Background: an optimization exercise with open tools, aiming at small area, a short achievable clock period and few clock cycles. Do not read the settings as production practice. RTL that was checked went through simulation tests only; none was proved equivalent to the original.

## sparse_mac_row
module sparse_mac_row #(
  parameter int DATA_WIDTH = 8,
  parameter int ACC_WIDTH  = 32,
  parameter int BLOCK_SIZE = 4,
  parameter int NUM_PE     = 4,
  parameter int IDX_WIDTH  = 4,
  localparam int OUT_IDX_WIDTH = (NUM_PE > 1) ? $clog2(NUM_PE) : 1
) (
  input  logic                                       Clk,
  input  logic                                       rst,
  input  logic [BLOCK_SIZE*BLOCK_SIZE*DATA_WIDTH-1:0] act_block,
  input  logic [DATA_WIDTH-1:0]                      weight_in,
  input  logic [NUM_PE*IDX_WIDTH-1:0]                idx_in,
  input  logic [NUM_PE*ACC_WIDTH-1:0]                bias_in,
  input  logic                                       is_signed,
  input  logic                                       block_last,
  input  logic                                       in_valid,
  output logic                                       in_ready,
  output logic [ACC_WIDTH-1:0]                       out_data,
  output logic [OUT_IDX_WIDTH-1:0]                   out_idx,
  output logic                                       out_last,
  output logic                                       out_valid,
  input  logic                                       out_ready
);
  localparam int NE = BLOCK_SIZE * BLOCK_SIZE;
  localparam int RW = 2 * DATA_WIDTH + 1;    
  logic                         first_q;     
  logic                         v1, l1;      
  logic                         x2;          
  logic                         park_q;      
  logic                         in_rdy_q;    
  logic                         in_rdy_o;    
  logic                         fin_free_q;  
  logic                         fin_has;     
  logic [OUT_IDX_WIDTH-1:0]     fin_ptr;
  logic                         out_last_q;
  logic [NE*DATA_WIDTH-1:0]     act_q, act_d;
  logic                         signed_q, signed_d;
  logic [DATA_WIDTH-1:0]        w1;          
  logic [DATA_WIDTH-1:0]        wh;          
  logic [NUM_PE-1:0]            s1;
  logic [DATA_WIDTH-1:0]        a1   [NUM_PE];
  logic [RW-1:0]                r0   [NUM_PE];
  logic [RW-1:0]                r1   [NUM_PE];
  logic [RW-1:0]                r0d  [NUM_PE];
  logic [RW-1:0]                r1d  [NUM_PE];
  logic [ACC_WIDTH-1:0]         acc  [NUM_PE];
  logic [ACC_WIDTH-1:0]         fin  [NUM_PE];
  logic [ACC_WIDTH-1:0]         sum  [NUM_PE];
  ...
For scale: about 3300 cells after synthesis, roughly 320 I/O pins, roughly 38000 um^2 of cells after synthesis.
clock: 12.0 ns
lec_check: 0
cap_margin: 20
core_margin: 2
core_utilization: 40
cts_cluster_diameter: 60
cts_cluster_size: 30
place_density: 0.75
slew_margin: 20
standard.sh (not shown) runs the stock make flow with config.mk's settings and CLKGATE_MAP_FILE= SYNTH_SCRIPT=/design/flow/synth_recipe.tcl, a recipe that flattens the netlist after the stock synthesis.
==> flow/flow/run.sh <==
#!/bin/bash
# The standard layout (the standard.sh, unchanged synthesis and steps), with the
# port buffers made from the plain buffer buf_1, and timing repair asked to reach
# a setup slack of 8.4 ns.
set -uo pipefail
export BUFFER_PORTS_ARGS="-buffer_cell sky130_fd_sc_hd__buf_1"
bash standard.sh SETUP_SLACK_MARGIN=8.4 finish > standard.log 2>&1
The starting point passed the timing, design-rule and antenna checks.
Testbench counts at the start, summed over its fixed seeds: cycles 2,918.
Rerun with:
==> flow/flow/run.sh (replaced) <==
#!/bin/bash
# The standard layout (the standard.sh, unchanged synthesis and steps), with the
# port buffers made from the plain buffer buf_1, and timing repair asked to reach
# a setup slack of 8.2 ns.
set -uo pipefail
export BUFFER_PORTS_ARGS="-buffer_cell sky130_fd_sc_hd__buf_1"
bash standard.sh SETUP_SLACK_MARGIN=8.2 finish > standard.log 2>&1
CTS_CLUSTER_DIAMETER = default   (was 60)
CTS_CLUSTER_SIZE = default   (was 30)
PLACE_DENSITY = default   (was 0.75)
The new run passed the timing, design-rule and antenna checks.
Die area does not change.
Via count came out lower slightly.
Global-route usage came out higher by 0.52 points.
Non-clock buffer count came out lower by 8.
Utilization barely changes.
Rerun with:
==> flow/flow/run.sh (replaced) <==
#!/bin/bash
# The standard layout (the standard.sh, unchanged synthesis and steps), with the
# port buffers made from the plain buffer buf_1, and timing repair asked to reach
# a setup slack of 8.4 ns.
set -uo pipefail
export BUFFER_PORTS_ARGS="-buffer_cell sky130_fd_sc_hd__buf_1"
bash standard.sh SETUP_SLACK_MARGIN=8.4 finish > standard.log 2>&1
CTS_CLUSTER_DIAMETER = 60   (was default)
CTS_CLUSTER_SIZE = 20   (was default)
PLACE_DENSITY = 0.75   (was default)
Clock-buffer cell count decreases by 40.
Sequential share of layout area increases by 0.27 points.
Utilization decreases by 0.35 points.
Wire length barely changes.
Worst setup slack improves by 140 ps.
Via count increases by 2.0%.
Rerun with:
==> flow/flow/run.sh (replaced) <==
#!/bin/bash
# The standard layout (the standard.sh, unchanged synthesis and steps), with the
# port buffers made from the plain buffer buf_1, and timing repair asked to reach
# a setup slack of 8.55 ns.
set -uo pipefail
export BUFFER_PORTS_ARGS="-buffer_cell sky130_fd_sc_hd__buf_1"
bash standard.sh SETUP_SLACK_MARGIN=8.55 finish > standard.log 2>&1
CTS_CLUSTER_DIAMETER = default   (was 60)
CTS_CLUSTER_SIZE = default   (was 20)
PLACE_DENSITY = default   (was 0.75)
=> Routed wire length is higher by 1.2%. Global-route usage stays flat. Maximum frequency is higher by 1.1%.
Rerun with:
==> flow/flow/run.sh (replaced) <==
#!/bin/bash
# The standard layout (the standard.sh, unchanged synthesis and steps), with the
# port buffers made from the plain buffer buf_1, and timing repair asked to reach
# a setup slack of 8.4 ns.
set -uo pipefail
export BUFFER_PORTS_ARGS="-buffer_cell sky130_fd_sc_hd__buf_1"
bash standard.sh SETUP_SLACK_MARGIN=8.4 finish > standard.log 2>&1
After rerunning: Setup slack is worse by 23 ps. Fmax fell by 0.62%. Routed wire length fell by 1.6%.

---

== oak ==
Another version of the RTL of sparse_mac_row (not shown whole).
Size: roughly 3400 cells after synthesis, roughly 590 flip-flops, roughly 320 I/O pins, ~38000 µm² of cells after synthesis.
clock: 12.0 ns
lec_check: 0
cap_margin: 20
core_margin: 2
core_utilization: 40
slew_margin: 20
==> flow/flow/run.sh <==
#!/bin/bash
# The standard layout (the standard.sh, unchanged synthesis and steps), with the
# port buffers that global placement inserts made from the plain buffer buf_1.
set -uo pipefail
export BUFFER_PORTS_ARGS="-buffer_cell sky130_fd_sc_hd__buf_1"
bash standard.sh > standard.log 2>&1
oak completed every stage of the flow, and the final layout passed the timing, design-rule and antenna checks.
Testbench counts of oak, summed over its fixed seeds: cycles 2,918.
Relative to oak, the following input files were edited for pine:
==> flow/flow/run.sh <==
#!/bin/bash
# The standard layout (the standard.sh, unchanged synthesis and steps), with the
# port buffers made from the plain buffer buf_1, and timing repair asked to reach
# a setup slack of 8.4 ns.
set -uo pipefail
export BUFFER_PORTS_ARGS="-buffer_cell sky130_fd_sc_hd__buf_1"
bash standard.sh SETUP_SLACK_MARGIN=8.4 finish > standard.log 2>&1
--- a/flow/config.mk
+++ b/flow/config.mk
@@ -8,4 +8,4 @@
 export CAP_MARGIN = 20
 export CORE_MARGIN = 2
-export CORE_UTILIZATION = 40
+export CORE_UTILIZATION = 60
 export SLEW_MARGIN = 20
## What came out
- The higher fraction of area in clock buffers and inverters came out of oak.
- Utilization sits higher in pine than in oak.
- Looking at wire length across both flows, pine is the weaker of the two, with oak ahead.
- Relative to oak, the final area measured on pine has increased by a little under 10%.
> inputs changed (pine -> birch)
--- a/flow/config.mk
+++ b/flow/config.mk
@@ -8,4 +8,4 @@
 export CAP_MARGIN = 20
 export CORE_MARGIN = 2
-export CORE_UTILIZATION = 60
+export CORE_UTILIZATION = 40
 export SLEW_MARGIN = 20
==> comparison <==
Cell count after synthesis came out exactly the same in pine and birch. [compare] base=pine new=birch: non-clock buffer count shows a reduction of 71, area of placed instances now sits higher, finished layout cell area lower. From pine to birch the numbers moved as follows: area of the placeable core shows an increase of 51%, setup TNS has remained practically unchanged, total number of tap cells went up by 419, overall routed net length decreased by 2.7 mm relative to the old numbers.

---

Another version of the RTL of sparse_mac_row (not shown whole).
For scale: ~3,000 cells after synthesis, ~600 flip-flops, roughly 320 I/O pins.
Settings: LEC_CHECK=0, CAP_MARGIN=20, CORE_MARGIN=2, CORE_UTILIZATION=45, CTS_CLUSTER_DIAMETER=80, CTS_CLUSTER_SIZE=25, PLACE_DENSITY=0.75, SLEW_MARGIN=20; clock period 12.0 ns.
==> flow/flow/run.sh <==
#!/bin/bash
# The standard layout (the standard.sh, unchanged synthesis and steps), with the
# port buffers made from the plain buffer buf_1, and timing repair asked to reach
# a setup slack of 8.4 ns.
set -uo pipefail
export BUFFER_PORTS_ARGS="-buffer_cell sky130_fd_sc_hd__buf_1"
bash standard.sh SETUP_SLACK_MARGIN=8.4 finish > standard.log 2>&1
The starting point finished clean.
Testbench counts at the start, summed over its fixed seeds: cycles 2,918.
Then changed:
--- a/flow/flow/run.sh
+++ b/flow/flow/run.sh
@@ -4 +4 @@
-# a setup slack of 8.4 ns.
+# a setup slack of 8.3 ns.
@@ -7 +7 @@
-bash standard.sh SETUP_SLACK_MARGIN=8.4 finish > standard.log 2>&1
+bash standard.sh SETUP_SLACK_MARGIN=8.3 finish > standard.log 2>&1
Settings changed: CORE_UTILIZATION 45 to 40.
The new run finished with timing, DRC and antenna clean.
Wire length climbs by 2.5%.
Die area climbs by 12%.
Clock-buffer cell count drops by 3.
First-iteration DRC count climbs by 3.0%.
Setup slack got worse by 0.0097 ns.
Non-clock buffer count drops by 12.

---

run 1:
sparse_mac_row with an RTL version that a note above also has.
Size in the first run: about 600 flip-flops, about 320 I/O pins, about 38000 sq um of cells after synthesis.
clock: 12.0 ns
lec_check: 0
cap_margin: 20
core_margin: 2
core_utilization: 40
cts_cluster_diameter: 80
cts_cluster_size: 25
place_density: 0.75
slew_margin: 20
==> flow/flow/run.sh <==
#!/bin/bash
# The standard layout (the standard.sh, unchanged synthesis and steps), with the
# port buffers made from the plain buffer buf_1, and timing repair asked to reach
# a setup slack of 8.4 ns.
set -uo pipefail
export BUFFER_PORTS_ARGS="-buffer_cell sky130_fd_sc_hd__buf_1"
bash standard.sh SETUP_SLACK_MARGIN=8.4 finish > standard.log 2>&1
Run 1: done, clean on timing, DRC and antenna
Testbench counts of run 1, summed over its fixed seeds: cycles 2,918.
#### Input delta (run 2 over run 1)
Settings: removing CTS_CLUSTER_DIAMETER (formerly 80); removing CTS_CLUSTER_SIZE (formerly 25); changing PLACE_DENSITY from 0.75 to 0.85.
Findings:
- Diff run 2 and run 1: clock skew higher in run 1
- Changes observed in run 2 relative to run 1: final weighted congestion in routability-driven placement moved up; relative area change from synthesis to final layout up 3.0 points.
- Run 2 and run 1 ended up with nearly the same hold slack.
#### Input delta (run 3 over run 2)
Settings: swapping 0.85 for 0.75 in PLACE_DENSITY; putting CTS_CLUSTER_DIAMETER at 100 where nothing was set; putting CTS_CLUSTER_SIZE at 30 where nothing was set.
Notes after the runs:
Run 3 finished end to end and its layout was clean on timing, DRC and antenna.
Compared with run 2, in run 3 post-layout instance area -1300 sq um, placement-stage worst setup slack ~0 delta, routed wire length per instance -2.9%.
--- input diff run 3..run 4 ---
Settings: CTS_CLUSTER_DIAMETER removed (was 100); CTS_CLUSTER_SIZE removed (was 30); PLACE_DENSITY removed (was 0.75); CTS_BUF_LIST newly set to sky130_fd_sc_hd__clkbuf_8.
Compared with run 3, run 4 shows a higher met2 routed wirelength. Run 4 went all the way through the flow, and no timing, DRC or antenna check failed. Run 3 → run 4: final instance area rose by about 3%; number of nets in the final layout went up; die area now sits at about the same level.

---

RTL: one of the versions met above, not the one the previous note started from.
For scale: ~3,000 cells after synthesis, about 600 flip-flops, ~320 I/O pins.
Settings: LEC_CHECK=0, CAP_MARGIN=20, CORE_MARGIN=2, CORE_UTILIZATION=40, PLACE_DENSITY=0.75, SLEW_MARGIN=20; clock period 12.0 ns.
Scripts as last shown in full above: flow/flow/run.sh
The baseline completed without violations.
Testbench counts at the start, summed over its fixed seeds: cycles 2,918.
==> next run, changes <==
- CTS_BUF_LIST: unset -> sky130_fd_sc_hd__clkbuf_8 sky130_fd_sc_hd__clkbuf_16
- CTS_CLUSTER_DIAMETER: unset -> 80
- CTS_CLUSTER_SIZE: unset -> 25
Area after synthesis stays the same.
Final cell count falls by 1.4%.
Final area falls by 2.9%.
Sequential share of layout area rises by 1.0 points.
Worst setup slack barely changes.
Global-route usage falls by 0.46 points.
Wire length falls by 1.8%.
==> next run, changes <==
- CTS_BUF_LIST: sky130_fd_sc_hd__clkbuf_8 sky130_fd_sc_hd__clkbuf_16 -> unset
Result:
- The new run produced a clean layout
- worst setup slack got worse by 0.0032 ns
- count of clock-buffer cells in the layout rose by 4
- global-route usage stays the same
- die area does not change
- final area hardly moves
- clock skew stays flat
- non-clock buffer count is unchanged

---

## run a
Another version of the RTL of sparse_mac_row (not shown whole).
For scale: ~320 I/O pins, roughly 38000 um2 of cells after synthesis.
export LEC_CHECK = 0
export ABC_AREA = 1
export CAP_MARGIN = 20
export CORE_MARGIN = 2
export CORE_UTILIZATION = 40
export SLEW_MARGIN = 20
create_clock -name core_clock -period 12.0 [get_ports {Clk}]
run.sh (not shown) runs the stock make flow with config.mk's settings and CLKGATE_MAP_FILE= SYNTH_SCRIPT=/design/flow/synth_recipe.tcl, a recipe that flattens the netlist after the stock synthesis.
Stock flow here: none of the scripts above is used.
Run a: flow completed, timing, DRC and antenna clean
> inputs changed (run a -> run b)
- ABC_AREA removed (was 1)
--- outcome ---
Having completed the whole flow, run b delivered a layout that passed the timing, design-rule and antenna checks. Run a: no failed stages, no open violations at the end. Looking at transition time at the pin with the least slew margin, run b sits 0.062 ns higher than run a does. In run b relative to run a, width of the die had gone down by a few percent. Compared with run a, run b shows a layout overhead on the synthesized area that is 2.0 points higher. Re fraction of synthesized cell area in xor and xnor cells: run a was lower than run b. Initial standard-cell utilization of the core: run a vs run b — no meaningful difference. Comparing run a against run b, there is no change at all in post-CTS setup buffer count. Utilization run a -> run b: up. Number of filler instances in the final layout, run a and run b: larger value in run a.
No functional check of the RTL was part of any run of this note.

---

== build 32 ==
sparse_mac_row with an RTL version that a note above also has.
For scale: roughly 3400 cells after synthesis, roughly 320 I/O pins, roughly 38000 um^2 of cells after synthesis.
export LEC_CHECK = 0
export ABC_CLOCK_PERIOD_IN_PS = 3500
export CAP_MARGIN = 20
export CORE_MARGIN = 2
export CORE_UTILIZATION = 40
export SLEW_MARGIN = 20
create_clock -name core_clock -period 12.0 [get_ports {Clk}]
standard.sh (not shown) runs the stock make flow with config.mk's settings and CLKGATE_MAP_FILE= SYNTH_SCRIPT=/design/flow/synth_recipe.tcl, a recipe that flattens the netlist after the stock synthesis.
Scripts as last shown in full above: flow/flow/run.sh
Build 32 | status: complete | timing, DRC, antenna: pass
Testbench counts of build 32, summed over its fixed seeds: cycles 2,918.
Here is what was changed in the inputs of build 81 compared with build 32.
- a deleted ABC_CLOCK_PERIOD_IN_PS that had been 3500
==> flow/run.sh (new file) <==
#!/bin/bash
# synth_recipe.tcl (not shown) runs the flow's synth.tcl, then flattens the netlist and writes it again
# the make line also repeats each setting of config.mk as NAME=value (left out here)
make -C /OpenROAD-flow-scripts/flow DESIGN_CONFIG=/design/flow/config.mk WORK_HOME=/design/flow/orfs CLKGATE_MAP_FILE= SYNTH_SCRIPT=/design/flow/synth_recipe.tcl finish
removed: flow/flow/run.sh
removed: flow/standard.sh
==> comparison <==
- In summary, build 81 completed successfully, with a layout that passed the timing, design-rule and antenna checks.
- Build 81 vs. build 32: final setup slack of the worst path went down, critical path depth now larger, global routing usage summed across all routing layers shows a reduction of 1.2 points, total via count after detailed routing now smaller.
- Build 81 vs build 32: layout-stage area growth over the synthesis result down in build 81
--- input diff build 81..build 86 ---
- ABC_CLOCK_PERIOD_IN_PS: unset -> 2500
==> flow/flow/run.sh (new file) <==
#!/bin/bash
# The standard layout (the standard.sh, unchanged synthesis and steps), with the
# port buffers made from the plain buffer buf_1, and timing repair asked to reach
# a setup slack of 8.6 ns.
set -uo pipefail
export BUFFER_PORTS_ARGS="-buffer_cell sky130_fd_sc_hd__buf_1"
bash standard.sh SETUP_SLACK_MARGIN=8.6 finish > standard.log 2>&1
==> flow/standard.sh (new file) <==
#!/bin/bash
# synth_recipe.tcl (not shown) runs the flow's synth.tcl, then flattens the netlist and writes it again
# the make line also repeats each setting of config.mk as NAME=value (left out here)
make -C /OpenROAD-flow-scripts/flow DESIGN_CONFIG=/design/flow/config.mk WORK_HOME=/design/flow/orfs CLKGATE_MAP_FILE= SYNTH_SCRIPT=/design/flow/synth_recipe.tcl "${@:-finish}"
removed: flow/run.sh
[summary]
- On clock period minus worst slack, the lower figure sits with build 86, not build 81.
- Build 86 vs. build 81: final standard cell area without fillers climbed 7.7%; number of vias per cell climbed 2.0%.

afterwards: timing with drivers on the ports:
Ports are ideal in the flow. The routed layouts listed here were re-timed in OpenROAD.
Step 1 (the two cells are an assumption about what drives the block):
set clk [get_ports {Clk}]
set_driving_cell -lib_cell sky130_fd_sc_hd__clkbuf_16 $clk
set_driving_cell -lib_cell sky130_fd_sc_hd__buf_2 [delete_from_list [all_inputs] $clk]
Step 2 moves the port delays by t, midway between the first and last clock arrival at a register: inputs arrive t later, outputs are due t later. That takes back most of the time a late clock gives input paths.
Three values: no drivers, after step 1, after step 2; two values: the first two.
run | shift t [ns] | slack for setup (ns) | worst hold slack (ns) | worst setup path after step 2
the first run of note 1 | 0.693 | 8.351 / 8.280 / 7.787 | 0.467 / 0.467 / 0.467 | input to register
the second run of note 1 | 0.691 | 8.200 / 8.230 / 7.539 | 0.452 / 0.452 / 0.452 | input to register
the third run of note 1 | 0.710 | 8.340 / 8.269 / 7.764 | 0.465 / 0.465 / 0.465 | input to register
the fourth run of note 1 | 0.712 | 8.381 / 8.317 / 7.893 | 0.466 / 0.466 / 0.466 | input to register
the fifth run of note 1 | 0.701 | 8.359 / 8.294 / 7.777 | 0.460 / 0.460 / 0.460 | input to register
oak | 0.692 | 6.119 / 6.119 / 6.119 | 0.483 / 0.483 / 0.483 | register to register
pine | 0.678 | 7.778 / 7.778 / 7.691 | 0.504 / 0.504 / 0.504 | input to register
birch | 0.695 | 7.765 / 7.765 / 7.714 | 0.473 / 0.473 / 0.473 | input to register
the first run of note 3 | 0.657 | 8.372 / 8.310 / 7.796 | 0.491 / 0.491 / 0.491 | input to register
the second run of note 3 | 0.661 | 8.362 / 8.297 / 7.742 | 0.483 / 0.483 / 0.483 | input to register
run 1 | 0.660 | 8.386 / 8.317 / 7.788 | 0.468 / 0.468 / 0.468 | input to register
run 2 | 0.683 | 8.337 / 8.270 / 7.771 | 0.467 / 0.467 / 0.467 | input to register
run 3 | 0.708 | 8.323 / 8.252 / 7.770 | 0.481 / 0.481 / 0.481 | input to register
run 4 | 0.840 | 8.246 / 8.181 / 7.630 | 0.443 / 0.443 / 0.443 | input to register
the first run of note 5 | 0.670 | 8.367 / 8.307 / 7.812 | 0.471 / 0.471 / 0.471 | input to register
the second run of note 5 | 0.661 | 8.367 / 8.305 / 7.808 | 0.483 / 0.483 / 0.483 | input to register
the third run of note 5 | 0.661 | 8.364 / 8.302 / 7.808 | 0.483 / 0.483 / 0.483 | input to register
run a | 0.712 | 6.303 / 6.229 / 6.228 | 0.474 / 0.474 / 0.474 | input to register
run b | 0.675 | 6.046 / 5.982 / 6.067 | 0.513 / 0.513 / 0.513 | register to register
build 32 | 0.695 | 7.765 / 7.765 / 7.714 | 0.473 / 0.473 / 0.473 | input to register
build 81 | 0.695 | 5.982 / 5.982 / 5.982 | 0.475 / 0.475 / 0.475 | register to register
build 86 | 0.699 | 7.835 / 7.835 / 7.801 | 0.472 / 0.472 / 0.472 | input to register
After both steps every run listed still meets setup and hold. The setup slack of the second run of note 1, which loses most, moves by +0.030 ns with the drivers and by -0.661 ns with both steps.
